Background: an optimization exercise with open tools, aiming at small area, a short achievable clock period and few clock cycles per item. Do not read the settings as production practice.
The RTL was checked by simulation tests, not by an equivalence proof against the original design.
Power figures rest on the tool's default switching activity, not on a simulated workload. No driver is modelled on the clock port, so clocking that relies on it looks cheaper here than on a real chip.

==> flow/design.v <==
package arp_pkg;
  localparam int IP_W  = 32;
  localparam int MAC_W = 48;
  typedef struct packed {
    logic             mode;
    logic [IP_W-1:0]  ip_addr;
    logic [MAC_W-1:0] mac_in;
  } in_t;
  typedef struct packed {
    logic             hit;
    logic [MAC_W-1:0] mac_out;
  } out_t;
  localparam logic MODE_LOOKUP = 1'b0;
  localparam logic MODE_ADD    = 1'b1;
endpackage
module arp_cell (
  input  logic                      clk,
  input  logic                      wr_en,
  input  logic [arp_pkg::IP_W-1:0]  wr_ip,
  input  logic [arp_pkg::MAC_W-1:0] wr_mac,
  input  logic [arp_pkg::IP_W-1:0]  key,
  output logic                      match,
  output logic [arp_pkg::MAC_W-1:0] mac
);
  logic [arp_pkg::IP_W-1:0] ip;
  always_ff @(posedge clk) begin
    if (wr_en) begin
      ip  <= wr_ip;
      mac <= wr_mac;
    end
  end
  assign match = (ip == key);
endmodule
module arp_cache_table #(
  parameter int ENTRIES = 16
) (
  input  logic clk,
  input  logic rst,
  input  logic req_valid,
  output logic req_stall,
  input  arp_pkg::in_t  req,
  output logic rsp_valid,
  input  logic rsp_stall,
  output arp_pkg::out_t rsp
);
  localparam int IDX_W = (ENTRIES > 1) ? $clog2(ENTRIES) : 1;
  logic                      v0;
  logic                      add0;
  logic [arp_pkg::IP_W-1:0]  ip0;
  logic [arp_pkg::MAC_W-1:0] mac0;
  logic [ENTRIES-1:0]        hit0;
  logic blocked;
  logic hold;
  logic accept;
  assign hold      = blocked && rsp_stall;
  assign req_stall = hold;
  assign accept    = req_valid && !hold;
  logic [ENTRIES-1:0]                      valid;
  logic [ENTRIES-1:0]                      match;
  logic [ENTRIES-1:0]                      wr_en;
  logic [ENTRIES-1:0][arp_pkg::MAC_W-1:0]  slot_mac;
  for (genvar i = 0; i < ENTRIES; i++) begin : g_slot
    arp_cell u_cell (
      .clk    (clk),
      .wr_en  (wr_en[i]),
      .wr_ip  (ip0),
      .wr_mac (mac0),
      .key    (req.ip_addr),
      .match  (match[i]),
      .mac    (slot_mac[i])
    );
  end
  logic               eq_prev;
  logic [ENTRIES-1:0] hit_in;
  assign eq_prev = (req.ip_addr == ip0);
  always_comb begin
    for (int i = 0; i < ENTRIES; i++) begin
      if (wr_en[i]) hit_in[i] = eq_prev;
      else          hit_in[i] = valid[i] && match[i];
    end
  end
  always_ff @(posedge clk) begin
    if (rst) begin
      v0 <= 1'b0;
    end else if (!hold) begin
      v0 <= accept;
    end
  end
  always_ff @(posedge clk) begin
    if (!hold) begin
      add0 <= req.mode;
      hit0 <= hit_in;
    end
  end
  always_ff @(posedge clk) begin
    ip0  <= req.ip_addr;
    mac0 <= req.mac_in;
  end
  logic [IDX_W-1:0]   alloc_idx;
  logic               full;
  logic [ENTRIES-1:0] alloc;
  logic               any_hit;
  logic               do_add;
  logic               adv;
  always_comb begin
    for (int i = 0; i < ENTRIES; i++) begin
      valid[i] = full || (alloc_idx > IDX_W'(i));
      alloc[i] = (alloc_idx == IDX_W'(i));
    end
    any_hit = |hit0;
    do_add  = v0 && add0;
    wr_en   = {ENTRIES{do_add}} & (hit0 | (any_hit ? '0 : alloc));
  end
  assign adv = do_add && !any_hit;
  always_ff @(posedge clk) begin
    if (rst) begin
      alloc_idx <= '0;
      full      <= 1'b0;
    end else if (adv) begin
      if (!full && alloc_idx == IDX_W'(ENTRIES - 1)) begin
        full      <= 1'b1;
        alloc_idx <= IDX_W'(1 % ENTRIES);
      end else begin
        alloc_idx <= IDX_W'(alloc_idx + 1'b1);
      end
    end
  end
  logic [arp_pkg::MAC_W-1:0] rd_mac;
  logic                      push;
  logic                      load_rsp;
  logic                      rv_next;
  always_comb begin
    rd_mac = '0;
    for (int i = 0; i < ENTRIES; i++) begin
      rd_mac = rd_mac | (slot_mac[i] & {arp_pkg::MAC_W{hit0[i]}});
    end
  end
  assign push     = v0 && !add0;
  assign load_rsp = !(rsp_valid && rsp_stall);
  assign rv_next  = load_rsp ? push : 1'b1;
  always_ff @(posedge clk) begin
    if (rst) begin
      rsp_valid <= 1'b0;
      blocked   <= 1'b0;
    end else begin
      rsp_valid <= rv_next;
      blocked   <= rv_next && (hold ? 1'b1 : (accept && req.mode == arp_pkg::MODE_LOOKUP));
    end
  end
  always_ff @(posedge clk) begin
    if (load_rsp) begin
      rsp.hit     <= any_hit;
      rsp.mac_out <= rd_mac;
    end
  end
endmodule
module arp_cache (
  input  logic        clk,
  input  logic        rst,
  input  logic        req_valid,
  output logic        req_stall,
  input  logic        req_mode,
  input  logic [31:0] req_ip,
  input  logic [47:0] req_mac,
  output logic        rsp_valid,
  input  logic        rsp_stall,
  output logic        rsp_hit,
  output logic [47:0] rsp_mac
);
  arp_pkg::in_t  req;
  arp_pkg::out_t rsp;
  assign req.mode    = req_mode;
  assign req.ip_addr = req_ip;
  assign req.mac_in  = req_mac;
  assign rsp_hit     = rsp.hit;
  assign rsp_mac     = rsp.mac_out;
  arp_cache_table #(.ENTRIES(16)) u_table (
    .clk(clk), .rst(rst), .req_valid(req_valid), .req_stall(req_stall), .req(req),
    .rsp_valid(rsp_valid), .rsp_stall(rsp_stall), .rsp(rsp)
  );
endmodule
export LEC_CHECK = 0
export CAP_MARGIN = 20
export CORE_MARGIN = 2
export CORE_UTILIZATION = 70
export CTS_CLUSTER_DIAMETER = 100
export CTS_CLUSTER_SIZE = 30
export PLACE_DENSITY = 0.8
export SETUP_SLACK_MARGIN = 2.6
export SLEW_MARGIN = 20
export TNS_END_PERCENT = 20
create_clock -name core_clock -period 5.0 [get_ports {clk}]
standard.sh (not shown) runs the stock make flow with config.mk's settings and CLKGATE_MAP_FILE= SYNTH_SCRIPT=/design/flow/synth_recipe.tcl, a recipe that flattens the netlist after the stock synthesis.
==> flow/flow/run.sh <==
#!/bin/bash
# layout flow: the standard flow, with buf_2 cells as the port buffers and no dummy clock loads
export BUFFER_PORTS_ARGS="-buffer_cell sky130_fd_sc_hd__buf_2"
export CTS_ARGS="-sink_clustering_enable -repair_clock_nets -sink_clustering_size 30 -sink_clustering_max_diameter 100 -dont_use_dummy_load"
bash standard.sh > standard.log 2>&1
Testbench counts at the start, summed over its fixed seeds: cycles 18,012, items 18,000.
Edit:
--- a/flow/flow/run.sh
+++ b/flow/flow/run.sh
@@ -4 +4 @@
-export CTS_ARGS="-sink_clustering_enable -repair_clock_nets -sink_clustering_size 30 -sink_clustering_max_diameter 100 -dont_use_dummy_load"
+export CTS_ARGS="-sink_clustering_enable -repair_clock_nets -sink_clustering_size 20 -sink_clustering_max_diameter 60 -dont_use_dummy_load"
CTS_CLUSTER_DIAMETER = not set   (was 100)
CTS_CLUSTER_SIZE = not set   (was 30)
PLACE_DENSITY = not set   (was 0.8)
What happened: Total power grows by 7.4%. Worst setup slack gains 0.025 ns. Worst hold slack is better by 0.037 ns. Via count went down by 0.33%. Sequential share of layout area decreases by 1.7 points. Global-route usage came out higher by 0.12 points. Combinational power grows by about 1%. Maximum frequency climbs by about 1%.
Edit:
--- a/flow/flow/run.sh
+++ b/flow/flow/run.sh
@@ -4 +4 @@
-export CTS_ARGS="-sink_clustering_enable -repair_clock_nets -sink_clustering_size 20 -sink_clustering_max_diameter 60 -dont_use_dummy_load"
+export CTS_ARGS="-sink_clustering_enable -repair_clock_nets -sink_clustering_size 30 -sink_clustering_max_diameter 100 -dont_use_dummy_load"
CTS_CLUSTER_DIAMETER = 100   (was not set)
CTS_CLUSTER_SIZE = 30   (was not set)
SETUP_SLACK_MARGIN = 2.65   (was 2.6)
Outcome: The changed run went through all stages and came out clean; global-route usage grows by 0.41 points; combinational power grows by about 0.6%; hold slack is worse by 0.021 ns; first-iteration DRC count grows by 9.9%; wire length stays flat.
Edit:
CORE_UTILIZATION = 65   (was 70)
SETUP_SLACK_MARGIN = 2.6   (was 2.65)
Result: Total power hardly moves; clock skew is lower by 0.0047 ns; area after synthesis is unchanged; die area rose by a little under a tenth; register-to-register slack improved by 0.03 ns; first-iteration DRC count went down by about a fifth.
Edit:
CORE_UTILIZATION = 75   (was 65)
SETUP_SLACK_MARGIN = 2.5   (was 2.6)
TNS_END_PERCENT = not set   (was 20)
After rerunning: The changed run completed without violations. Routed wire length decreases by a few percent. Design area decreases slightly. Non-clock buffer count decreases by 40.
Edit:
CAP_MARGIN = 10   (was 20)
CORE_UTILIZATION = 70   (was 75)
SETUP_SLACK_MARGIN = 2.6   (was 2.5)
SLEW_MARGIN = 10   (was 20)
TNS_END_PERCENT = 20   (was not set)
The changed run went through all stages and came out clean.
Sequential share of layout area came out lower by 0.97 points.
Sequential power stays flat.
Design area came out higher by 1.3%.
Setup slack improves by 0.15 ns.
Fmax came out higher by 6.0%.
Power is about the same.
Hold slack improves by 0.010 ns.
Via count came out lower by 1.2%.
Register-to-register slack improves by 0.06 ns.
Combinational power came out higher by about 2%.

[port drivers added, routing unchanged]
How much do the figures lean on ideal ports? The routed layouts below were timed once more, with nothing changed but the port constraints. Step 1 assumes that a clkbuf_16 drives the clock port and a buf_2 every other input. Step 2, shift: input delay + t, output delay - t, t = (earliest + latest rising clock arrival at the registers) / 2. This alone moves slack from input paths to output paths. a / b / c = ideal / step 1 / step 2; a / b = the first two.
run | t (ns) | setup slack, ns | worst setup path after step 2
the first run | 0.730 | 2.435 / 2.435 / 1.756 | input to register
the second run | 0.714 | 2.460 / 2.460 / 1.807 | input to register
the third run | 0.718 | 2.464 / 2.464 / 1.816 | input to register
the fourth run | 0.727 | 2.331 / 2.382 / 1.655 | input to register
the fifth run | 0.728 | 2.372 / 2.414 / 1.687 | input to register
the sixth run | 0.720 | 2.521 / 2.478 / 1.802 | input to register
After both steps setup and hold are still met in every run listed. For the sixth run, which loses most, drivers alone change the setup slack by -0.043 ns; drivers and shift together by -0.719 ns.
